Background: an optimization exercise with open tools, aiming at small area, a short achievable clock period and few clock cycles per item. Do not read the settings as production practice. No functional check of the RTL was part of any run shown here. Power is estimated from default activity; no workload was simulated.

==> flow/design.v, too long to show whole: its modules and the start of the top module <==
// module dadda_mul: 1682 lines
module dadda_mul
(
    input  logic        clk,
    input  logic        rst_n,
    input  logic        in_valid,
    input  logic        mode,
    input  logic [15:0] a,
    input  logic [15:0] b,
    output logic        out_valid,
    output logic [15:0] hi,
    output logic [15:0] lo
);
  // ...
==> flow/run.sh <==
#!/bin/bash
# synth_recipe.tcl (not shown) runs the flow's synth.tcl, then flattens the netlist and writes it again
# the make line also repeats each setting of config.mk as NAME=value (left out here)
make -C /OpenROAD-flow-scripts/flow DESIGN_CONFIG=/design/flow/config.mk WORK_HOME=/design/flow/orfs CLKGATE_MAP_FILE= SYNTH_SCRIPT=/design/flow/synth_recipe.tcl finish
==> flow/config.mk <==
export PLATFORM = sky130hd
export DESIGN_NAME = dadda_mul
export DESIGN_NICKNAME = dadda_mul
export VERILOG_FILES = /design/flow/design.v
export SDC_FILE = /design/flow/constraint.sdc
export NUM_CORES = 4
export LEC_CHECK = 0
export ABC_AREA = 1
export CAP_MARGIN = 20
export CORE_MARGIN = 2
export CORE_UTILIZATION = 40
export SLEW_MARGIN = 20
==> flow/constraint.sdc <==
create_clock -name core_clock -period 4.0 [get_ports {clk}]
set_input_delay 0.8000 -clock core_clock [delete_from_list [all_inputs] [get_ports {clk}]]
set_output_delay 0.8000 -clock core_clock [all_outputs]
set_load 0.01 [all_outputs]
==> impl_metrics.yaml, run 1 <==
run_status:
  run_status: "no timing/DRC/antenna violations"
global_routing:
  grt.met1_usage_pct: 24.0
  groute.usage.overall_pct: 18.7
place:
  place_ws_ns: 0.662
  placement.cell_area_um2: 11300
  dpl_wire_length_mm: 17.9
finish:
  drive_gt1_share_pct: 10.4
  final-nonclk-buf-share_pct: 7.47
  finish.instance_area_um2: 11900
logic_synthesis:
  synth_area_per_cell_um2: 9.45
  synth_cell_type_count: 35
  synth_seq_cells: 147
  yosysMostFrequentCell: "sky130_fd_sc_hd__inv_1"
  complex_gate_fraction_of_the_synthesized_area_pct: 11.8
  ys_seq_area_share_pct: 28.7
  post_synth_arst_share_pct: 2.04
floorplanning:
  n_tap_cell: 330
  count_of_standard_cell_rows: 58
pwr:
  power_frac_seq_pct: 24.9
  leakagePower_nw: 5.63
  power_sequential_mw: 2.29
  powerDensity_nw_per_um2: 771
critical_path:
  critical_path.slowest_cell: "sky130_fd_sc_hd__dfxtp_1"
  worstSetupStartpoint: "b_11_q1"
  timing.reg2reg.setup_slack_ns: 0.61
  critical_path_required_ns: 4.31
  cp-end-kind: "flip-flop"
  regToRegStartpoint: "b_11_q1"
  critical_path_peak_fanout: 16
  worstSetupPathDepth: 11
cts:
  cts-buffers-inserted: 17
  cts_tree: "built"
  cts.reportedPaths.clkPinSlew_ns: 0.07
timing:
  report.final.setup_viol: 0
worst_hold_path:
  min-delay-start: "vld[1]"
==> run 2: changes to the inputs <==
--- a/flow/config.mk
+++ b/flow/config.mk
@@ -10,3 +10,4 @@
 export CORE_MARGIN = 2
 export CORE_UTILIZATION = 40
+export SETUP_SLACK_MARGIN = 1.1
 export SLEW_MARGIN = 20
==> run 2 against run 1 <==
Net effect:
- critical endpoint unchanged
- combinational power rose by 3%
- sequential cell count is the same
- design area is 9.0% higher
- largest cell class unchanged
- clock skew grew 0.0023 ns
- register-to-register slack improved by 0.51 ns
- worst setup slack improved by 0.51 ns
==> impl_metrics.yaml, run 2 <==
timing:
  fin_worst_hold_slack_ns: 0.350
  rsz_0062_raised_after_global_routing: "yes"
  max-slew-margin-rel_pct: 60.8
  timing_max_transition_violations_final: 0
  hold_viol: 0
  timing.final.ws_setup_ns: 1.12
  layout_worst_path_cycle_share_pct: 72.1
  report.final.setup_viol: 0
  setup_tns_ns: 0
  final.min_clock_period_ns: 2.88
  fmaxAchievable_ghz: 0.347
  worst_slew_pin_slew_ns: 0.581
  clock_skew_ns: 0.0133
route:
  met3WireLength_mm: 1.87
  dr_wl_met2_mm: 11.9
  drt-vias-per-instance: 5.11
  num_vias: 7879
  met1_length_mm: 10.8
  detail_route.drc_violations: 0
  postRouteWirelength_mm: 25.5
  top_layer: "met4"
  drtAntennaViolNets: 0
  drt_pre_antenna_iters: 5
  routedWlPerCell_um: 16.6
  dr.first_iter.drc_count: 542
logic_synthesis:
  synth_seq_cells: 147
  cell_types_occupying_the_most_area_after_synthesis: "sky130_fd_sc_hd__dfxtp_1, sky130_fd_sc_hd__fa_1, sky130_fd_sc_hd__xor2_1, sky130_fd_sc_hd__ha_1, sky130_fd_sc_hd__o22ai_1"
  synth-edff-count: 0
  synth_area_per_cell_um2: 9.45
  synthesis.area_um2: 10300
  synth_fp_nets: 1288
  synth_top_family_by_area: "adder cells"
  count_of_synthesis_stage_warnings_from_yosys: 1
  synthFlopType: "sky130_fd_sc_hd__dfxtp_1"
  post_synth_arst_share_pct: 2.04
  yosys.area_share.simple_pct: 10.4
  synth-xor-area-share_pct: 12.6
  netlist_instances: 1092
  ys_seq_area_share_pct: 28.7
  synth_top_area_share_pct: 27.9
  synthAdderAreaFrac_pct: 27.2
  post_synth_most_frequent_cells: "sky130_fd_sc_hd__inv_1, sky130_fd_sc_hd__dfxtp_1, sky130_fd_sc_hd__nand2_1, sky130_fd_sc_hd__xor2_1, sky130_fd_sc_hd__fa_1"
  synth_cell_type_count: 35
  synth.largest_area_cell: "sky130_fd_sc_hd__dfxtp_1"
  complex_gate_fraction_of_the_synthesized_area_pct: 11.8
  post_synth_mux_area_share_pct: 0.206
  yosysMostFrequentCell: "sky130_fd_sc_hd__inv_1"
floorplanning:
  die_y_um: 165
  die-area_um2: 27100
  total_core_area_um2: 25300
  floorplan.initialDensity_pct: 40.8
  count_of_standard_cell_rows: 58
  die_w_um: 165
  pin_count: 69
critical_path:
  critical_path.most_common_cell: "sky130_fd_sc_hd__fa_1"
  critical_path_peak_fanout: 16
  critical_path_arrival_ns: 3.19
  crit_path_max_incr_delay_ns: 0.54
  critical_path.slowest_cell: "sky130_fd_sc_hd__fa_1"
  timing.critical_path.max_delay_family: "adder cells"
  cp-end-kind: "flip-flop"
  critical_path.cell_chain: "or2_4 -> nand2_4 -> o22ai_2 -> xor2_1 -> fa_1 -> inv_1 -> fa_1 -> inv_1 -> fa_1"
  worstSetupPathType: "reg2reg"
  timing.critical_path.buf_inv: 2
  crit_path_start_kind: "flip-flop"
  critical_path_required_ns: 4.31
place:
  dpl_wire_length_mm: 18.0
  finalWeightedCongestion: 0.895
  port_buffers: 68
  place_ws_ns: 0.627
  placement.cell_area_um2: 11300
finish:
  largest_register_ff_count: 32
  finish.instance_area_um2: 13000
  drive_gt1_share_pct: 21.1
  top_registers: "prod x32, vld x3"
  num-nets-final: 1394
  register_with_the_most_flip_flops: "prod"
  layout.cells.most_common_list: "sky130_fd_sc_hd__inv_1, sky130_fd_sc_hd__dfxtp_1, sky130_fd_sc_hd__nand2_1"
  syn2layout_area_growth_pct: 25.9
  antennaDiodeCount: 0
  final_common_cell: "sky130_fd_sc_hd__inv_1"
cts:
  clock_latency_ns: 0.43
  max-clock-path-buffers: 2
  cts.htree.levels: 4
  cts.root.buffer_cell: "sky130_fd_sc_hd__clkbuf_16"
  cts_sinks: 147
  cts.reportedPaths.clkPinSlew_ns: 0.07
  cts_tree: "built"
  cts-buffers-inserted: 17
global_routing:
  groute.usage.overall_pct: 19.5
  total_congestion_overflow: 0
  first_pass_grt_wire_length_mm: 40.5
  grt_pass1_vias: 7960
  antenna_found_initial: 0
  grt_max_degree: 19
worst_hold_path:
  worstHoldPathType: "reg2reg"
pwr:
  powerDensity_nw_per_um2: 715
  overall_power_mw: 9.29
  peakVddDrop_mv: 0.464
  leakagePower_nw: 6.02
run_status:
  run_status: "no timing/DRC/antenna violations"
flow_run:
  max-cap-violations: 0
## run 2: cell types whose count changed in the layout (fill, tap and decap cells not counted), moves of 12 or more
cell	previous run	this run
sky130_fd_sc_hd__o22ai_1	96	67
sky130_fd_sc_hd__buf_4	28	53
sky130_fd_sc_hd__o22ai_2	32	55
sky130_fd_sc_hd__xor2_1	142	128
sky130_fd_sc_hd__xor2_2	0	14
sky130_fd_sc_hd__nand2_1	144	131
sky130_fd_sc_hd__nand2_4	2	14
## run 2: layer usage
metal | global-route usage [%] | up-vias
li1 | - | 3685
met5 | 0 | -
met4 | 7.83 | 0
met3 | 4.17 | 67
met1 | 25.0 | 3827
met2 | 32.0 | 300
## run 2: area by class of cell
class                           count  area, um2
Timing Repair Buffer              134       1300
Multi-Input combinational cell    730       7020
Fill cell                        2308      12300
Sequential cell                   147       2980
Clock buffer                       18        439
Tap cell                          330        413
Clock inverter                     14        159
Inverter                          168        678
## run 2: where the power goes
group	leakage, nW	internal [mW]	switching [mW]	total, mW
Clock	0.294	0.906	0.717	1.62
Combinational	4.47	2.29	3.08	5.37
Sequential	1.25	2.08	0.217	2.30
Total	6.02	5.28	4.02	9.29
## run 2: repair_timing
item	in CTS	in global routing
endpoints found under the setup margin	42	30
gates cloned	2	2
setup buffers	28	11
gates resized for setup	72	88
hold buffers	0	0
pin swaps	15	53
## run 2: worst paths after layout
kind                        start       to  slack [ns]  cells past startpoint
min in group asynchronous   rst_n   vld[1]        0.54                      1
hold / removal             vld[1]   vld[2]        0.35                      0
max in group asynchronous   rst_n   vld[2]        3.32                      1
setup reg to reg           b_9_q1  s365_q2        1.12                      9
setup / recovery           b_9_q1  s365_q2        1.12                      9
hold reg to reg            vld[1]   vld[2]        0.35                      0
## run 2: stage by stage
| step | instances | util [%] |
|---|---|---|
| 2_1_floorplan | 1092 | - |
| 3_3_place_gp | 1466 | 44.7 |
| 3_5_place_dp | 1466 | 44.7 |
| 4_1_cts | 1528 | 49.2 |
| 5_1_grt | 1541 | 51.4 |
| 6_report | 1541 | 51.4 |
## run 2: worst reg2reg max path, cell delays in order, from the launching register on
cell	delay [ns]
sky130_fd_sc_hd__dfxtp_4	0.37
sky130_fd_sc_hd__or2_4	0.29
sky130_fd_sc_hd__nand2_4	0.21
sky130_fd_sc_hd__o22ai_2	0.12
sky130_fd_sc_hd__xor2_1	0.17
sky130_fd_sc_hd__fa_1	0.54
sky130_fd_sc_hd__inv_1	0.06
sky130_fd_sc_hd__fa_1	0.49
sky130_fd_sc_hd__inv_1	0.05
sky130_fd_sc_hd__fa_1	0.46
## run 2: cell families after synthesis
| logic type | Yosys count |
|---|---|
| and+or+nand+nor | 247 |
| buffers and inverters | 219 |
| AOI/OAI and AO/OA | 169 |
| adders and majority gates | 160 |
| xor gates and xnor gates | 148 |
| DFF | 147 |
| muxes | 2 |

separate check: timing with driven ports:
Ports are ideal in the flow. The routed layouts listed here were re-timed in OpenROAD. Step 1 assumes that a clkbuf_16 drives the clock port and a buf_2 every other input. Step 2 moves the port delays by t, midway between the first and last clock arrival at a register: inputs arrive t later, outputs are due t later. That takes back most of the time a late clock gives input paths. a / b / c = ideal ports / drivers / drivers and shift; a / b = the first two.
run | t (ns) | setup slack, ns | worst hold slack (ns) | worst setup path at the end | worst slew at a driven data input, ns
run 1 | 0.474 | 0.607 / 0.607 / 0.607 | 0.357 / 0.357 / 0.357 | register to register | 0.05
run 2 | 0.475 | 1.116 / 1.116 / 1.116 | 0.350 / 0.350 / 0.350 | register to register | 0.05
After both steps every run listed still meets setup and hold.
